This is an optimization exercise on Yosys and OpenROAD, whose aim is a short achievable clock period and few clock cycles, not a production implementation.
The RTL of this run was laid out without a check of its function.
Power and IR drop assume default switching activity.

--- design.v ---
package isa_pkg;
  localparam int XLEN = 32;
  typedef enum logic [6:0] {
    OP     = 7'b0110011,
    OP_IMM = 7'b0010011,
    LOAD   = 7'b0000011,
    STORE  = 7'b0100011,
    BRANCH = 7'b1100011,
    JAL    = 7'b1101111
  } opcode_e;
  localparam logic [2:0] F3_ADD_SUB = 3'b000;
  localparam logic [2:0] F3_SLT     = 3'b010;
  localparam logic [2:0] F3_XOR     = 3'b100;
  localparam logic [2:0] F3_OR      = 3'b110;
  localparam logic [2:0] F3_AND     = 3'b111;
  localparam logic [2:0] F3_BEQ     = 3'b000;
  localparam logic [2:0] F3_BNE     = 3'b001;
  localparam logic [6:0] F7_SUB     = 7'b0100000;
  typedef enum logic [2:0] {
    ALU_ADD,
    ALU_SUB,
    ALU_AND,
    ALU_OR,
    ALU_XOR,
    ALU_SLT
  } alu_op_e;
  typedef union packed {
    struct packed {
      logic [6:0] funct7;
      logic [4:0] rs2;
      logic [4:0] rs1;
      logic [2:0] funct3;
      logic [4:0] rd;
      opcode_e    opcode;
    } r;
    struct packed {
      logic [11:0] imm12;
      logic [4:0]  rs1;
      logic [2:0]  funct3;
      logic [4:0]  rd;
      opcode_e     opcode;
    } i;
  } instr_u;
  localparam logic [XLEN-1:0] NOP_WORD = 32'h0000_0013;  
  typedef struct packed {
    logic [XLEN-1:0] pc;
    instr_u          instr;
  } if_id_t;
  typedef struct packed {
    logic [XLEN-1:0] opr_a;
    logic [XLEN-1:0] opr_b;
    logic [XLEN-1:0] store_data;
    alu_op_e         alu_op;
    logic [4:0]               rd;
    logic                     reg_write;
    logic                     mem_read;
    logic                     mem_write;
    logic                     link;
    logic [XLEN-1:0] link_pc;
  } id_ex_t;
  typedef struct packed {
    logic [XLEN-1:0] result;
    logic [XLEN-1:0] store_data;
    logic [4:0]               rd;
    logic                     reg_write;
    logic                     mem_read;
    logic                     mem_write;
  } ex_mem_t;
  typedef struct packed {
    logic [4:0]               rd;
    logic [XLEN-1:0] data;
    logic                     reg_write;
  } mem_wb_t;
  typedef enum logic [1:0] {
    FWD_NONE = 2'd0,
    FWD_EX   = 2'd1,
    FWD_MEM  = 2'd2
  } fwd_sel_e;
  typedef struct packed {
    logic [4:0]               rd;
    logic [XLEN-1:0] data;
  } retire_t;
endpackage
module core_top #(
  parameter int IMEM_DEPTH = 64,
  parameter int DMEM_DEPTH = 64
) (
  input  logic                            clk_i,
  input  logic                            reset_i,
  input  logic                            start_i,
  input  logic                            imem_we_i,
  input  logic [$clog2(IMEM_DEPTH)-1:0]   imem_addr_i,
  input  logic [isa_pkg::XLEN-1:0]        imem_data_i,
  output logic                            retire_valid_o,
  output logic [4:0]                      retire_rd_o,
  output logic [isa_pkg::XLEN-1:0]        retire_data_o
);
  logic        wq_we;
  logic [5:0]  wq_addr;
  logic [31:0] wq_data;
  always_ff @(posedge clk_i) begin
    wq_we   <= imem_we_i;
    wq_addr <= imem_addr_i;
    wq_data <= imem_data_i;
  end
  logic [6:0]  pw_opc;
  logic        pw_jal, pw_cond, pw_b, pw_ld, pw_pt;
  logic [31:0] pw_imm;
  logic [5:0]  pw_t0, pw_t1;
  always_comb begin
    pw_opc  = wq_data[6:0];
    pw_jal  = pw_opc == 7'b1101111;
    pw_cond = pw_opc == 7'b1100011 && wq_data[14:13] == 2'b00;
    pw_ld   = pw_opc == 7'b0000011 && wq_data[11:7] != 5'd0;
    pw_b    = !(pw_opc == 7'b0100011) &&
              !((pw_opc == 7'b0110011 || pw_opc == 7'b0010011 || pw_opc == 7'b0000011 ||
                 pw_jal) && wq_data[11:7] != 5'd0);
    pw_imm  = pw_jal ? {{12{wq_data[31]}}, wq_data[19:12], wq_data[20], wq_data[30:21], 1'b0}
                     : {{20{wq_data[31]}}, wq_data[7], wq_data[30:25], wq_data[11:8], 1'b0};
    pw_pt   = pw_jal || (pw_cond && wq_data[31]);
    pw_t0   = wq_addr + pw_imm[7:2];
    pw_t1   = wq_addr + pw_imm[7:2] + {5'd0, pw_imm[1]};
  end
  logic [31:0] imem  [IMEM_DEPTH];
  logic        pb  [IMEM_DEPTH], pp  [IMEM_DEPTH], pl [IMEM_DEPTH], pi1 [IMEM_DEPTH];
  logic [5:0]  pt0 [IMEM_DEPTH], pt1 [IMEM_DEPTH];
  logic        nb  [IMEM_DEPTH], np  [IMEM_DEPTH], ni1 [IMEM_DEPTH];
  logic [5:0]  nt0 [IMEM_DEPTH], nt1 [IMEM_DEPTH];
  always_ff @(posedge clk_i) begin
    if (wq_we) begin
      imem[wq_addr] <= wq_data;
      pb[wq_addr]   <= pw_b;
      pp[wq_addr]   <= pw_pt;
      pl[wq_addr]   <= pw_ld;
      pi1[wq_addr]  <= pw_imm[1];
      pt0[wq_addr]  <= pw_t0;
      pt1[wq_addr]  <= pw_t1;
      nb[wq_addr - 6'd1]  <= pw_b;
      np[wq_addr - 6'd1]  <= pw_pt;
      ni1[wq_addr - 6'd1] <= pw_imm[1];
      nt0[wq_addr - 6'd1] <= pw_t0;
      nt1[wq_addr - 6'd1] <= pw_t1;
    end
  end
  logic        running;
  logic        stall;       
  logic        misp;        
  logic [31:0] m_alt;       
  always_ff @(posedge clk_i) begin
    if (reset_i)
      running <= 1'b0;
    else if (start_i)
      running <= 1'b1;
  end
  logic [5:0]  fidx, fidx1;
  logic        fpc1;
  logic        f_b0, f_p0, f_l0, f_b1, f_p1, f_fold, f_pt;
  logic [5:0]  f_tg0, f_tg1;
  logic [5:0]  fidx_n;
  logic        fpc1_n;
  always_comb begin
    f_b0   = pb[fidx];
    f_p0   = pp[fidx];
    f_l0   = pl[fidx];
    f_b1   = nb[fidx];
    f_p1   = np[fidx];
    f_tg0  = fpc1 ? pt1[fidx] : pt0[fidx];
    f_tg1  = fpc1 ? nt1[fidx] : nt0[fidx];
    f_fold = !f_b0 && !f_p0 && !f_l0 && f_b1;
    f_pt   = f_fold ? f_p1 : f_p0;
    if (f_fold) begin
      fidx_n = f_p1 ? f_tg1 : fidx + 6'd2;
      fpc1_n = f_p1 ? fpc1 ^ ni1[fidx] : fpc1;
    end else begin
      fidx_n = f_p0 ? f_tg0 : fidx + 6'd1;
      fpc1_n = f_p0 ? fpc1 ^ pi1[fidx] : fpc1;
    end
  end
  always_ff @(posedge clk_i) begin
    if (!running) begin
      fidx  <= 6'd0;
      fidx1 <= 6'd1;
      fpc1  <= 1'b0;
    end else if (misp) begin
      fidx  <= m_alt[7:2];
      fidx1 <= m_alt[7:2] + 6'd1;
      fpc1  <= m_alt[1];
    end else if (!stall) begin
      fidx  <= fidx_n;
      fidx1 <= fidx_n + 6'd1;
      fpc1  <= fpc1_n;
    end
  end
  logic        d_valid;
  logic        d_xv, d_bv, d_pt;
  logic [31:0] d_xir, d_bir;
  always_ff @(posedge clk_i) begin
    if (reset_i || !running || misp)
      d_valid <= 1'b0;
    else if (!stall)
      d_valid <= 1'b1;
  end
  always_ff @(posedge clk_i) begin
    if (!stall) begin
      d_xv  <= !f_b0;
      d_bv  <= f_b0 || f_fold;
      d_pt  <= f_pt;
      d_xir <= imem[fidx];
      d_bir <= f_b0 ? imem[fidx] : imem[fidx1];
    end
  end
  logic        e_valid;
  logic        e_wr, e_ld, e_st, e_pt, e_bcond, e_beq;
  logic [4:0]  e_rd;
  logic [31:0] e_a, e_b, e_sd, e_ba, e_bb, e_immt, e_len;
  logic        e_fa_m, e_fa_w, e_fb_m, e_fb_w, e_fs_m, e_fs_w;
  logic        e_b1_m, e_b1_w, e_b2_m, e_b2_w, e_b1_late, e_b2_late, e_b1_same, e_b2_same;
  logic        e_op_add, e_op_sub, e_op_and, e_op_or, e_op_xor, e_op_slt, e_op_link;
  logic        m_valid;
  logic        m_wr, m_ld, m_st, m_pt, m_bcond, m_beq;
  logic [4:0]  m_rd;
  logic [31:0] m_result, m_sd, m_ba, m_bb;
  logic        m_b1_late, m_b2_late, m_b1_same, m_b2_same;
  logic        w_valid;
  logic [4:0]  w_rd;
  logic [31:0] w_data;
  logic [31:0] rf [1:31];
  function automatic logic [31:0] rd_reg(input logic [4:0] a);
    if (a == 5'd0)
      rd_reg = '0;
    else if (w_valid && w_rd == a)
      rd_reg = w_data;
    else
      rd_reg = rf[a];
  endfunction
  logic [6:0]  d_opc;
  logic [4:0]  d_rd, d_rs1, d_rs2;
  logic [2:0]  d_f3;
  logic        d_is_op, d_is_opi, d_is_ld, d_is_st, d_is_jal;
  logic        d_use1, d_use2, d_wr;
  logic [31:0] d_imm_i, d_imm_s, d_imm_j;
  logic [31:0] d_rs1v, d_rs2v;
  logic [2:0]  d_alu_f3;
  logic        d_sub;
  always_comb begin
    d_opc    = d_xir[6:0];
    d_rd     = d_xir[11:7];
    d_f3     = d_xir[14:12];
    d_rs1    = d_xir[19:15];
    d_rs2    = d_xir[24:20];
    d_is_op  = d_xv && d_opc == 7'b0110011;
    d_is_opi = d_xv && d_opc == 7'b0010011;
    d_is_ld  = d_xv && d_opc == 7'b0000011;
    d_is_st  = d_xv && d_opc == 7'b0100011;
    d_is_jal = d_xv && d_opc == 7'b1101111;
    d_use1   = d_is_op || d_is_opi || d_is_ld || d_is_st;
    d_use2   = d_is_op || d_is_st;
    d_wr     = (d_is_op || d_is_opi || d_is_ld || d_is_jal) && d_rd != 5'd0;
    d_imm_i  = {{20{d_xir[31]}}, d_xir[31:20]};
    d_imm_s  = {{20{d_xir[31]}}, d_xir[31:25], d_xir[11:7]};
    d_imm_j  = {{12{d_xir[31]}}, d_xir[19:12], d_xir[20], d_xir[30:21], 1'b0};
    d_sub    = d_is_op && d_f3 == 3'b000 && d_xir[31:25] == 7'b0100000;
    d_alu_f3 = (d_is_op || d_is_opi) ? d_f3 : 3'b000;
    d_rs1v   = rd_reg(d_rs1);
    d_rs2v   = rd_reg(d_rs2);
  end
  logic [4:0]  d_brs1, d_brs2;
  logic        d_bjal, d_bcond;
  logic [31:0] d_bimm, d_brs1v, d_brs2v;
  always_comb begin
    d_brs1  = d_bir[19:15];
    d_brs2  = d_bir[24:20];
    d_bjal  = d_bv && d_bir[6:0] == 7'b1101111;
    d_bcond = d_bv && d_bir[6:0] == 7'b1100011 && d_bir[14:13] == 2'b00;
    d_bimm  = d_bjal ? {{12{d_bir[31]}}, d_bir[19:12], d_bir[20], d_bir[30:21], 1'b0}
                     : {{20{d_bir[31]}}, d_bir[7], d_bir[30:25], d_bir[11:8], 1'b0};
    d_brs1v = rd_reg(d_brs1);
    d_brs2v = rd_reg(d_brs2);
  end
  logic d_m1, d_m2, d_w1, d_w2, d_bm1, d_bm2, d_bw1, d_bw2;
  always_comb begin
    d_m1  = e_valid && e_wr && e_rd == d_rs1;
    d_m2  = e_valid && e_wr && e_rd == d_rs2;
    d_w1  = m_valid && m_wr && m_rd == d_rs1;
    d_w2  = m_valid && m_wr && m_rd == d_rs2;
    d_bm1 = e_valid && e_wr && e_rd == d_brs1;
    d_bm2 = e_valid && e_wr && e_rd == d_brs2;
    d_bw1 = m_valid && m_wr && m_rd == d_brs1;
    d_bw2 = m_valid && m_wr && m_rd == d_brs2;
    stall = d_valid && e_valid && e_ld &&
            ((d_use1 && d_m1) || (d_use2 && d_m2));
  end
  always_ff @(posedge clk_i) begin
    if (reset_i || !running || misp || stall || !d_valid)
      e_valid <= 1'b0;
    else
      e_valid <= 1'b1;
  end
  always_ff @(posedge clk_i) begin
    e_wr    <= d_wr;
    e_ld    <= d_is_ld;
    e_st    <= d_is_st;
    e_rd    <= d_rd;
    e_pt    <= d_pt;
    e_bcond <= d_bcond;
    e_beq   <= d_bir[12] == 1'b0;
    e_immt  <= d_is_jal ? d_imm_j : (d_xv ? d_bimm + 32'd4 : d_bimm);
    e_len   <= (d_xv && d_bv) ? 32'd8 : 32'd4;
    e_a     <= d_rs1v;
    e_fa_m  <= d_m1;
    e_fa_w  <= d_w1 && !d_m1;
    if (d_is_op) begin
      e_b    <= d_rs2v;
      e_fb_m <= d_m2;
      e_fb_w <= d_w2 && !d_m2;
    end else begin
      e_b    <= d_is_st ? d_imm_s : d_imm_i;
      e_fb_m <= 1'b0;
      e_fb_w <= 1'b0;
    end
    e_sd    <= d_rs2v;
    e_fs_m  <= d_m2;
    e_fs_w  <= d_w2 && !d_m2;
    e_ba    <= d_brs1v;
    e_bb    <= d_brs2v;
    e_b1_m  <= d_bm1 && !e_ld;
    e_b1_late <= d_bm1 && e_ld;
    e_b1_w  <= d_bw1 && !d_bm1;
    e_b2_m  <= d_bm2 && !e_ld;
    e_b2_late <= d_bm2 && e_ld;
    e_b2_w  <= d_bw2 && !d_bm2;
    e_b1_same <= d_wr && d_rd == d_brs1;
    e_b2_same <= d_wr && d_rd == d_brs2;
    e_op_link <= d_is_jal;
    e_op_sub  <= d_sub;
    e_op_slt  <= !d_is_jal && d_alu_f3 == 3'b010;
    e_op_xor  <= !d_is_jal && d_alu_f3 == 3'b100;
    e_op_or   <= !d_is_jal && d_alu_f3 == 3'b110;
    e_op_and  <= !d_is_jal && d_alu_f3 == 3'b111;
    e_op_add  <= !d_is_jal && !d_sub &&
                 (d_alu_f3 == 3'b000 || d_alu_f3 == 3'b001 ||
                  d_alu_f3 == 3'b011 || d_alu_f3 == 3'b101);
  end
  logic [31:0] x_a, x_b, x_sd, x_ba, x_bb;
  logic [31:0] x_add, x_sub, x_res;
  logic        x_lt;
  logic [31:0] epc, epc_seq, epc_tgt, epc_4;
  always_comb begin
    x_a  = e_fa_m ? m_result : e_fa_w ? w_data : e_a;
    x_b  = e_fb_m ? m_result : e_fb_w ? w_data : e_b;
    x_sd = e_fs_m ? m_result : e_fs_w ? w_data : e_sd;
    x_ba = e_b1_m ? m_result : e_b1_w ? w_data : e_ba;
    x_bb = e_b2_m ? m_result : e_b2_w ? w_data : e_bb;
    x_add = x_a + x_b;
    x_sub = x_a - x_b;
    x_lt  = (x_a[31] != x_b[31]) ? x_a[31] : x_sub[31];
    epc_4   = epc + 32'd4;
    epc_seq = epc + e_len;
    epc_tgt = epc + e_immt;
    x_res = ({32{e_op_add}}  & x_add) |
            ({32{e_op_sub}}  & x_sub) |
            ({32{e_op_and}}  & (x_a & x_b)) |
            ({32{e_op_or}}   & (x_a | x_b)) |
            ({32{e_op_xor}}  & (x_a ^ x_b)) |
            ({32{e_op_slt}}  & {31'd0, x_lt}) |
            ({32{e_op_link}} & epc_4);
  end
  always_ff @(posedge clk_i) begin
    if (!running)
      epc <= '0;
    else if (misp)
      epc <= m_alt;
    else if (e_valid)
      epc <= e_pt ? epc_tgt : epc_seq;
  end
  always_ff @(posedge clk_i) begin
    if (reset_i || !e_valid || misp)
      m_valid <= 1'b0;
    else
      m_valid <= 1'b1;
  end
  always_ff @(posedge clk_i) begin
    m_wr      <= e_wr;
    m_ld      <= e_ld;
    m_st      <= e_st;
    m_rd      <= e_rd;
    m_result  <= x_res;
    m_sd      <= x_sd;
    m_pt      <= e_pt;
    m_bcond   <= e_bcond;
    m_beq     <= e_beq;
    m_ba      <= x_ba;
    m_bb      <= x_bb;
    m_b1_late <= e_b1_late;
    m_b2_late <= e_b2_late;
    m_b1_same <= e_b1_same;
    m_b2_same <= e_b2_same;
    m_alt     <= e_pt ? epc_seq : epc_tgt;
  end
  logic [31:0] dmem [DMEM_DEPTH];
  logic [31:0] m_load, y_ba, y_bb;
  logic        y_eq, y_taken;
  always_ff @(posedge clk_i) begin
    if (m_valid && m_st)
      dmem[m_result[7:2]] <= m_sd;
  end
  always_comb begin
    m_load  = dmem[m_result[7:2]];
    y_ba    = m_b1_same ? m_result : m_b1_late ? w_data : m_ba;
    y_bb    = m_b2_same ? m_result : m_b2_late ? w_data : m_bb;
    y_eq    = y_ba == y_bb;
    y_taken = m_beq ? y_eq : !y_eq;
    misp    = m_valid && m_bcond && (y_taken != m_pt);
  end
  always_ff @(posedge clk_i) begin
    if (reset_i)
      w_valid <= 1'b0;
    else
      w_valid <= m_valid && m_wr;
    w_rd   <= m_rd;
    w_data <= m_ld ? m_load : m_result;
  end
  always_ff @(posedge clk_i) begin
    if (w_valid)
      rf[w_rd] <= w_data;
  end
  assign retire_valid_o = w_valid;
  assign retire_rd_o    = w_rd;
  assign retire_data_o  = w_data;
endmodule
--- flow/run.sh ---
#!/bin/bash
set -euo pipefail
bash standard.sh SETUP_SLACK_MARGIN=6.5 finish > standard_flow.log 2>&1
--- standard.sh ---
#!/bin/bash
# synth_recipe.tcl (not shown) runs the flow's synth.tcl, then flattens the netlist and writes it again
# the make line also repeats each setting of config.mk as NAME=value (left out here)
make -C /OpenROAD-flow-scripts/flow DESIGN_CONFIG=/design/flow/config.mk WORK_HOME=/design/flow/orfs CLKGATE_MAP_FILE= SYNTH_SCRIPT=/design/flow/synth_recipe.tcl "${@:-finish}"
--- config.mk ---
export PLATFORM = sky130hd
export DESIGN_NAME = core_top
export DESIGN_NICKNAME = core_top
export VERILOG_FILES = /design/flow/design.v
export SDC_FILE = /design/flow/constraint.sdc
export NUM_CORES = 4
export LEC_CHECK = 0
export CAP_MARGIN = 20
export CORE_MARGIN = 2
export CORE_UTILIZATION = 50
export PLACE_DENSITY = 0.6
export SETUP_SLACK_MARGIN = 5
export SLEW_MARGIN = 20
--- constraint.sdc ---
create_clock -name core_clock -period 10.0 [get_ports {clk_i}]
set_input_delay 2.0000 -clock core_clock [delete_from_list [all_inputs] [get_ports {clk_i}]]
set_output_delay 2.0000 -clock core_clock [all_outputs]
set_load 0.01 [all_outputs]
==> impl_metrics.ini <==
[routing]
drc = 0
routed_wirelength_microns = 1177000
viasPerCell = 7.049
wire_per_inst_microns = 41.15
ant_nets = 0
drt_first_pass_iters = 8
drt_iter0_drc = 31130
vias = 201600

[die]
die_y_microns = 824.2
core-area_sq_mm = 0.6711
start_util_pct = 50.12
die_area_sq_mm = 0.6793
num_rows = 301
fp.dieW_microns = 824.2
ios = 80

[timing]
relSlewSlack_pct = 20.06
whs_ns = 0.3367
clock_skew_ns = 0.07315
tightest_slew_ns = 1.199
report.final.setup_viol = 0
period_share_pct = 42.91
report.final.slew_viol_count = 0
min_period_ns = 4.291
rsz0062_at_grt = true
final_hold_viol_count = 0
finalSetupTns_ns = 0
max_freq_mhz = 233.0

[yosys]
async_flop_share_pct = 0
synth-main-ff-cell = edfxtp_1
synth_cell_types = 87
synthMuxAreaShare_pct = 21.44
syn-num-nets = 18280
syn-instance-count = 18090
yosysSeqAreaShare_pct = 66.90
netlist_area_sq_mm = 0.3364
ys_ff_latch = 7672
synth_compound_area_share_pct = 5.890
synth_edf_count = 7139
yosysWarnings = 1
synth_xor_area_share_pct = 0.6457
synthAdderAreaFrac_pct = 0.5602
avgSynthCellArea_sq_um = 18.59
synth-simple-area-share_pct = 2.636
synth_top_family_by_area = multiplexers

[power]
peakVddDrop_mv = 0.2389
comb_power_share_pct = 42.1
intPower_mw = 77.07
power_mw = 120.4
p_leak_nw = 123.3
seqPwrFrac_pct = 33.6
clkPwrFrac_pct = 24.2
switching_share_pct = 36.01
p_per_area_mw_per_mm2 = 306.7
switching_power_mw = 43.37

[placed_design]
dp.final_hpwl_microns = 620600
gp_congestion = 0.9070
io_buffers = 79

[global_route]
overflow = 0
grt_pass1_vias = 193400
grt_pass1_wl_microns = 1602000
antenna_found_initial = 43
track_usage_pct = 33.88
grt_max_degree = 133

[final_layout]
final_core_util_pct = 58.51
drive_gt1_share_pct = 32.44
area_growth_pct = 16.73
fillCellCount = 49060
multi_input_area_sq_mm = 0.1096
seqCellArea_sq_mm = 0.2255
fin_nets = 19160

[clocking]
cts-buffers-inserted = 790
postCtsHoldBufs = 0
cts_max_level = 6
clk_latency_ns = 1.19
clock_sinks = 7672
root_buffer = clkbuf_16
cts_buffer_depth = 4
cts.clk_slew.worst_paths_ns = 0.06
cts_tree = built

[worst_setup_path]
required_ns = 11.06
regToRegSetupSlack_ns = 5.71
worst_ep_arrival_time_ns = 5.35
crit_type = flop to flop
path_max_fanout = 16
worstSetupEndpointType = flop
startpoint_type = flop

[hold_path]
hold_class = flop to flop

[outcome]
outcome = timing/DRC/antenna clean

[job]
maxCapViolCount = 0
-- synthesized netlist by cell type, drive strengths merged (50+ instances only) --
library cell | count | area share (%)
buf | 505 | 0.72
mux4 | 2860 | 19
mux2i | 636 | 1.9
o21a | 78 | 0.17
nand2 | 594 | 0.66
xor2 | 74 | 0.19
nor3 | 117 | 0.17
mux2 | 115 | 0.38
edfxtp | 7139 | 64
o21ai | 449 | 0.67
dfxtp | 533 | 3.2
nor2 | 757 | 0.84
xnor2 | 174 | 0.45
o22ai | 50 | 0.093
nor4 | 73 | 0.14
a31oi | 247 | 0.46
a22o | 231 | 0.60
nand4 | 94 | 0.17
a21oi | 421 | 0.63
clkbuf | 906 | 1.0
nor2b | 70 | 0.13
ha | 141 | 0.52
a221oi | 293 | 0.76
a211oi | 151 | 0.34
a22oi | 648 | 1.4
nand3 | 88 | 0.13
inv | 169 | 0.19
-- power by group through the flow --
stage | sequential, mW | combinational (mW) | clock, mW
floorplan | 40.8 | 26.3 | 0
global placement | 41.5 | 40.9 | 0
detailed placement | 41.5 | 41.0 | 0
CTS | 40.5 | 48.6 | 29.4
global route | 40.6 | 52.2 | 30.6
finish | 40.5 | 50.7 | 29.2
-- placed cells by master (no fill, tap or decap), types with 185 or more instances in the layout --
cell       count
edfxtp_1    7139
a31oi_1      213
buf_6        185
a22o_1       231
a221oi_1     285
o21ai_0      366
nor2_1       556
a22oi_1      644
a21oi_1      381
nand2_1      555
dfxtp_1      382
mux4_2      2858
clkbuf_1     224
clkbuf_16    837
buf_4        751
mux2i_1      583
-- sequential cells by signal, summed over array words and instances, names as in the netlist, 384 cells and up, named ones only --
name	flops
imem	2048
dmem	2048
pt1	384
nt1	384
pt0	384
nt0	384
rf	992
-- routing by layer --
metal  up-vias  track usage [%]  wire (microns)
met5         -                0             161
met4        24            16.68           73020
met3      2758            6.940          125600
met2     13570            52.53          544200
met1    106900            46.28          433800
li1      78290                -               -
-- per-stage QoR --
stage	instances	setup slack (ns)	instance area [sq um]
after global placement	26390	4.071	350400
after floorplan	18090	1.662	336500
after global routing	28580	5.581	392600
after CTS	28430	5.665	389500
final	28590	5.709	392600
after detailed placement	26390	4.291	350400
-- worst max-delay path, stage by stage (launching register included) --
cell       delay, ns
dfxtp_4         0.38
buf_4           0.18
bufbuf_16       0.34
mux2i_2         0.24
o21a_1          0.21
ha_1            0.33
inv_2           0.13
nand2_2         0.10
or3_1           0.37
a211oi_4        0.25
nor3_4          0.07
o21ai_2         0.15
a21boi_1        0.08
o21bai_1        0.19
a21oi_2         0.09
fa_1            0.48
o21ai_1         0.06
a221o_1         0.29
a221o_1         0.26
-- logic make-up (layout without fill, tap and decap cells) --
logic type | count (synthesis) | count (layout)
adders and majority gates | 147 | 147
AOI/OAI and AO/OA | 2854 | 2855
xor gates and xnor gates | 248 | 251
buffers and inverters | 1583 | 3113
DFF | 7672 | 7672
muxes | 3611 | 3611
and+or+nand+nor | 1979 | 1986
other | 0 | 18
-- worst paths after layout --
check,startpoint,endpoint,cells past startpoint
max,e_fb_w,m_result[31],18
min reg2reg,e_b1_same,m_b1_same,0
min,e_b1_same,m_b1_same,0
max reg2reg,e_fb_w,m_result[31],18
-- layout make-up --
type / count / share of cell area [%]
Sequential cell: 7672 / 57.42
Multi-Input combinational cell: 8850 / 27.91
Clock buffer: 1078 / 5.529
Timing Repair Buffer: 1481 / 5.195
Tap cell: 8938 / 2.848
Clock inverter: 380 / 0.9110
Inverter: 172 / 0.1743
Antenna cell: 18 / 0.01147
Timing Repair inverter: 2 / 0.003187
-- timing repair --
item                                    4_1_cts  5_1_grt
pin swaps                                   129      121
endpoints found under the setup margin     4953     1660
gates resized for setup                    1277      401
setup buffers                               384      110
cloned                                      192       35

==> separate check: timing with driven ports <==
Ports are ideal in the flow. The routed layout listed here was re-timed in OpenROAD.
Step 1 (the two cells are an assumption about what drives the block):
set clk [get_ports {clk_i}]
set_driving_cell -lib_cell sky130_fd_sc_hd__clkbuf_16 $clk
set_driving_cell -lib_cell sky130_fd_sc_hd__buf_2 [delete_from_list [all_inputs] $clk]
Step 2 also shifts input and output timing later by t, the mid clock arrival at the registers, as if the neighbouring blocks saw the same clock.
a / b / c = ideal / step 1 / step 2; a / b = the first two.
t, ns: 1.308
setup WS [ns]: 5.709 / 5.709 / 5.709
hold slack, ns: 0.337 / 0.337 / 0.337
worst setup path at the end: register to register
slew at the worst register clock pin (ns): 0.07 / 0.07
After both steps setup and hold are still met in this run. For this run, drivers alone change the setup slack by 0.000 ns; drivers and shift together by 0.000 ns.
